What follows belongs to an exercise in optimizing a design on an open flow for small area, a short achievable clock period and few clock cycles per item; a production flow would make more cautious choices.
RTL that was checked went through simulation tests only; none was proved equivalent to the original.

==> 12-20 <==
==> flow/design.v <==
package pheapPkg;
    typedef struct packed {
        logic [16-1:0] key;     
        logic [16-1:0] value;
    } kvT;
    typedef enum logic [1:0] {
        IDLE,
        ENQ,
        DEQ,
        REPLACE
    } heapOpT;
    typedef struct packed {
        kvT                       kv;
        logic                     active;     
        logic [5-1:0] capacity;   
    } entryT;
    typedef struct packed {
        entryT left;
        entryT right;
    } entryPairT;
    typedef struct packed {
        logic                     valid;
        heapOpT                   op;
        kvT                       kv;
        logic [5-1:0] pos;    
    } levelCmdT;
    localparam int STAT_CNTW = 27;
    typedef struct packed {
        logic [STAT_CNTW-1:0] count;
        logic                 underflow;
        logic                 overflow;
        logic                 busy;
        logic                 full;
        logic                 empty;      
    } pqStatusT;
endpackage
`timescale 1ns/100ps
module pheapTop
(
    input  logic        clk,
    input  logic        rstN,
    input  logic        cyc,
    input  logic        stb,
    input  logic        we,
    input  logic [2:0]  adr,
    input  logic [31:0] datW,
    output logic        ack,
    output logic [31:0] datR
);
    localparam int N  = (1 << 5) - 1;    
    localparam int KW = 16;
    localparam int W  = 16 + 16;
    logic [N-1:0][W-1:0] ent;       
    logic [N-1:0]        vld;       
    logic                overflow;
    logic                underflow;
    logic       acc;
    logic       empty;
    logic       full;
    logic       doPush;
    logic       doPop;
    logic       doRep;
    logic       statusRd;
    logic [N:0] gt;                 
    assign acc      = cyc && stb;
    assign ack      = acc;
    assign empty    = !vld[0];
    assign full     = vld[N-1];
    assign doPush   = acc && we && (adr == 3'd0) && !full;
    assign doPop    = acc && we && (adr == 3'd1) && !empty;
    assign doRep    = acc && we && (adr == 3'd2);
    assign statusRd = acc && !we && (adr == 3'd4);
    function automatic logic keyGt(input logic [KW-1:0] a, input logic [KW-1:0] b);
        logic [KW-1:0] g;
        logic [KW-1:0] l;
        g = a & ~b;
        l = ~a & b;
        for (int w = 1; w < KW; w = w * 2) begin
            for (int j = 0; j + w < KW; j += 2 * w) begin
                g[j] = g[j + w] | (~l[j + w] & g[j]);
                l[j] = l[j + w] | (~g[j + w] & l[j]);
            end
        end
        keyGt = g[0];
    endfunction
    for (genvar i = 0; i < N; i++) begin : genCmp
        assign gt[i] = !vld[i] || keyGt(ent[i][W-1 -: KW], datW[W-1 -: KW]);
    end
    assign gt[N] = 1'b1;
    for (genvar i = 0; i < N; i++) begin : genSlot
        logic [W-1:0] fromL;
        logic [W-1:0] fromR;
        logic         gtL;
        logic         gtHere;
        logic         takeL;
        logic         takeR;
        logic         takeN;
        if (i == 0) begin : genFirst
            assign fromL  = datW;
            assign gtL    = 1'b0;
            assign gtHere = 1'b0;               
        end else begin : genNext
            assign fromL  = ent[i-1];
            assign gtL    = gt[i-1];
            assign gtHere = gt[i];
        end
        if (i == N - 1) begin : genLast
            assign fromR = ent[i];
        end else begin : genPrev
            assign fromR = ent[i+1];
        end
        assign takeL = doPush && gt[i] && gtL;
        assign takeN = (doPush && gt[i] && !gtL) || (doRep && gt[i+1] && !gtHere);
        assign takeR = doPop || (doRep && !gt[i+1]);
        always_ff @(posedge clk) begin
            ent[i] <= ({W{takeN}} & datW) |
                      ({W{takeL}} & fromL) |
                      ({W{takeR}} & fromR) |
                      ({W{!(takeN || takeL || takeR)}} & ent[i]);
        end
    end
    always_ff @(posedge clk) begin
        if (!rstN) begin
            vld       <= '0;
            overflow  <= 1'b0;
            underflow <= 1'b0;
        end else begin
            if (doPush) begin
                vld <= {vld[N-2:0], 1'b1};
            end else if (doPop) begin
                vld <= {1'b0, vld[N-1:1]};
            end else if (doRep) begin
                vld[0] <= 1'b1;                    
            end
            overflow  <= (overflow && !statusRd) ||
                         (acc && we && (adr == 3'd0) && full);
            underflow <= (underflow && !statusRd) ||
                         (acc && we && (adr == 3'd1) && empty);
        end
    end
    logic [5-1:0] count;
    always_comb begin
        for (int b = 0; b < 5; b++) begin
            count[b] = 1'b0;
            for (int k = 1; k * (1 << b) - 1 < N; k += 2) begin
                if ((k + 1) * (1 << b) - 1 < N) begin
                    count[b] = count[b] | (vld[k * (1 << b) - 1] & !vld[(k + 1) * (1 << b) - 1]);
                end else begin
                    count[b] = count[b] | vld[k * (1 << b) - 1];
                end
            end
        end
    end
    pheapPkg::pqStatusT status;
    always_comb begin
        status           = '0;
        status.count     = pheapPkg::STAT_CNTW'(count);
        status.underflow = underflow;
        status.overflow  = overflow;
        status.full      = full;
        status.empty     = empty;
    end
    always_comb begin
        case (adr)
            3'd3:   datR = ent[0];
            3'd4: datR = status;
            default:         datR = '0;
        endcase
    end
endmodule
==> flow/run.sh <==
#!/bin/bash
# synth_recipe.tcl (not shown) runs the flow's synth.tcl, then flattens the netlist and writes it again
# the make line also repeats each setting of config.mk as NAME=value (left out here)
make -C /OpenROAD-flow-scripts/flow DESIGN_CONFIG=/design/flow/config.mk WORK_HOME=/design/flow/orfs CLKGATE_MAP_FILE= SYNTH_SCRIPT=/design/flow/synth_recipe.tcl finish
==> flow/config.mk <==
export PLATFORM = sky130hd
export DESIGN_NAME = pheapTop
export DESIGN_NICKNAME = pheapTop
export VERILOG_FILES = /design/flow/design.v
export SDC_FILE = /design/flow/constraint.sdc
export NUM_CORES = 4
export LEC_CHECK = 0
export CAP_MARGIN = 20
export CORE_MARGIN = 2
export CORE_UTILIZATION = 60
export PLACE_DENSITY = 0.7
export SETUP_SLACK_MARGIN = 4.4
export SLEW_MARGIN = 20
==> flow/constraint.sdc <==
create_clock -name core_clock -period 8.0 [get_ports {clk}]
set_input_delay 1.6000 -clock core_clock [delete_from_list [all_inputs] [get_ports {clk}]]
set_output_delay 1.6000 -clock core_clock [all_outputs]
set_load 0.01 [all_outputs]
==> 03-19 (differences from 12-20) <==
==> flow/design.v, changed modules only <==
module pheapTop
(
    input  logic        clk,
    input  logic        rstN,
    input  logic        cyc,
    input  logic        stb,
    input  logic        we,
    input  logic [2:0]  adr,
    input  logic [31:0] datW,
    output logic        ack,
    output logic [31:0] datR
);
    localparam int N  = (1 << 5) - 1;    
    localparam int KW = 16;
    localparam int W  = 16 + 16;
    logic [N-1:0][W-1:0] ent;       
    logic [N-1:0]        vld;       
    logic                overflow;
    logic                underflow;
    logic       acc;
    logic       empty;
    logic       full;
    logic       doPush;
    logic       doPop;
    logic       doRep;
    logic       statusRd;
    logic [N:0] gt;                 
    assign acc      = cyc && stb;
    assign ack      = acc;
    assign empty    = !vld[0];
    assign full     = vld[N-1];
    assign doPush   = acc && we && (adr == 3'd0) && !full;
    assign doPop    = acc && we && (adr == 3'd1) && !empty;
    assign doRep    = acc && we && (adr == 3'd2);
    assign statusRd = acc && !we && (adr == 3'd4);
    for (genvar i = 0; i < N; i++) begin : genCmp
        assign gt[i] = !vld[i] || (ent[i][W-1 -: KW] > datW[W-1 -: KW]);
    end
    assign gt[N] = 1'b1;
    for (genvar i = 0; i < N; i++) begin : genSlot
        logic [W-1:0] fromL;
        logic [W-1:0] fromR;
        logic         gtL;
        logic         gtHere;
        logic         takeL;
        logic         takeR;
        logic         takeN;
        if (i == 0) begin : genFirst
            assign fromL  = datW;
            assign gtL    = 1'b0;
            assign gtHere = 1'b0;               
        end else begin : genNext
            assign fromL  = ent[i-1];
            assign gtL    = gt[i-1];
            assign gtHere = gt[i];
        end
        if (i == N - 1) begin : genLast
            assign fromR = ent[i];
        end else begin : genPrev
            assign fromR = ent[i+1];
        end
        assign takeL = doPush && gt[i] && gtL;
        assign takeN = (doPush && gt[i] && !gtL) || (doRep && gt[i+1] && !gtHere);
        assign takeR = doPop || (doRep && !gt[i+1]);
        always_ff @(posedge clk) begin
            if (takeN) begin
                ent[i] <= datW;
            end else if (takeL) begin
                ent[i] <= fromL;
            end else if (takeR) begin
                ent[i] <= fromR;
            end
        end
    end
    always_ff @(posedge clk) begin
        if (!rstN) begin
            vld       <= '0;
            overflow  <= 1'b0;
            underflow <= 1'b0;
        end else begin
            if (doPush) begin
                vld <= {vld[N-2:0], 1'b1};
            end else if (doPop) begin
                vld <= {1'b0, vld[N-1:1]};
            end else if (doRep) begin
                vld[0] <= 1'b1;                    
            end
            overflow  <= (overflow && !statusRd) ||
                         (acc && we && (adr == 3'd0) && full);
            underflow <= (underflow && !statusRd) ||
                         (acc && we && (adr == 3'd1) && empty);
        end
    end
    logic [5-1:0] count;
    always_comb begin
        count = '0;
        for (int i = 0; i < N; i++) begin
            count = count + 5'(vld[i]);
        end
    end
    pheapPkg::pqStatusT status;
    always_comb begin
        status           = '0;
        status.count     = pheapPkg::STAT_CNTW'(count);
        status.underflow = underflow;
        status.overflow  = overflow;
        status.full      = full;
        status.empty     = empty;
    end
    always_comb begin
        case (adr)
            3'd3:   datR = ent[0];
            3'd4: datR = status;
            default:         datR = '0;
        endcase
    end
endmodule
- CORE_UTILIZATION: 60 -> 45
- PLACE_DENSITY: 0.7 -> 0.65
- SETUP_SLACK_MARGIN: 4.4 -> unset
==> qor summary <==
| quantity | 12-20 | 03-19 |
|---|---|---|
| Number of cell rows | 114 | 138 |
| Die width | 316 um | 383 um |
| DP Wirelength | 203 mm | 144 mm |
| Status | aborted with a tool error | timing/DRC/antenna clean |
| Last stage reached | 5_1_grt | - |
| Total instance count after detailed placement | 7609 | 7687 |
| Most area-hungry cell type in the Yosys netlist | dfxtp_1 | edfxtp_1 |
| Parity-gate share of the synthesized area counting xor and xnor cells | 0 | 0.000407 |
| CTS resizes | 1458 | 8 |
| Simple logic cell fraction of the synthesized area | 0.134 | 0.0968 |
| Library cell with the highest instance count after synthesis | dfxtp_1 | edfxtp_1 |
| Placed Instance Area | 61600 um2 | 67400 um2 |
| Final estimated routing congestion in global placement | 1.08 | 0.991 |
| Adder-cell share of the synthesized area | 0.0465 | 0.105 |
| Fraction of the mapped netlist area in compound gates | 0.376 | 0.127 |
| Multiplexer fraction of the synthesized cell area | 0.0101 | 0.164 |
| Sequential cell area fraction in the yosys report | 0.351 | 0.472 |
| Top_reg_cell synth | dfxtp_1 | edfxtp_1 |
| Setup Buffers After CTS | 599 | 0 |
| Chip Height | 316 um | 383 um |
| Cell count after synthesis | 6769 | 5975 |
| Summed instance area of the synthesized netlist | 58500 um2 | 64500 um2 |
| Number of enable flip-flop cells after synthesis | 0 | 992 |
| Post-Place Setup Slack | 1930 ps | 601 ps |
| Proportion of netlist area held by the largest area contributor | 0.351 | 0.462 |
| Num CTS Buffers | 110 | 117 |
| Post-Syn Area per Cell | 8.65 um2 | 10.8 um2 |
| Starting density of the core | 0.605 | 0.455 |
Testbench counts of 03-19, summed over its fixed seeds: cycles 12,000, items 12,000.
Only the layout flow was run in 12-20; the RTL was not checked for function there.

## what the ideal ports hide
Ports are ideal in the flow. The routed layout listed here was re-timed in OpenROAD. Step 1: set_driving_cell puts a clkbuf_16 on clk and a buf_2 on each other input, an assumption about the parent block. Step 2 moves the port delays by t, midway between the first and last clock arrival at a register: inputs arrive t later, outputs are due t later. That takes back most of the time a late clock gives input paths. a / b / c = ideal / step 1 / step 2; a / b = the first two.
run: 03-19
t, ns: 0.831
setup WS [ns]: 0.153 / 0.079 / 0.910
worst setup path after step 2: register to output
latest minus earliest clock arrival (ns): 0.047 / 0.048
worst register clock-pin slew, ns: 0.07 / 0.07
After both steps 03-19 still meets setup and hold. For 03-19, drivers alone change the setup slack by -0.074 ns; drivers and shift together by +0.757 ns.
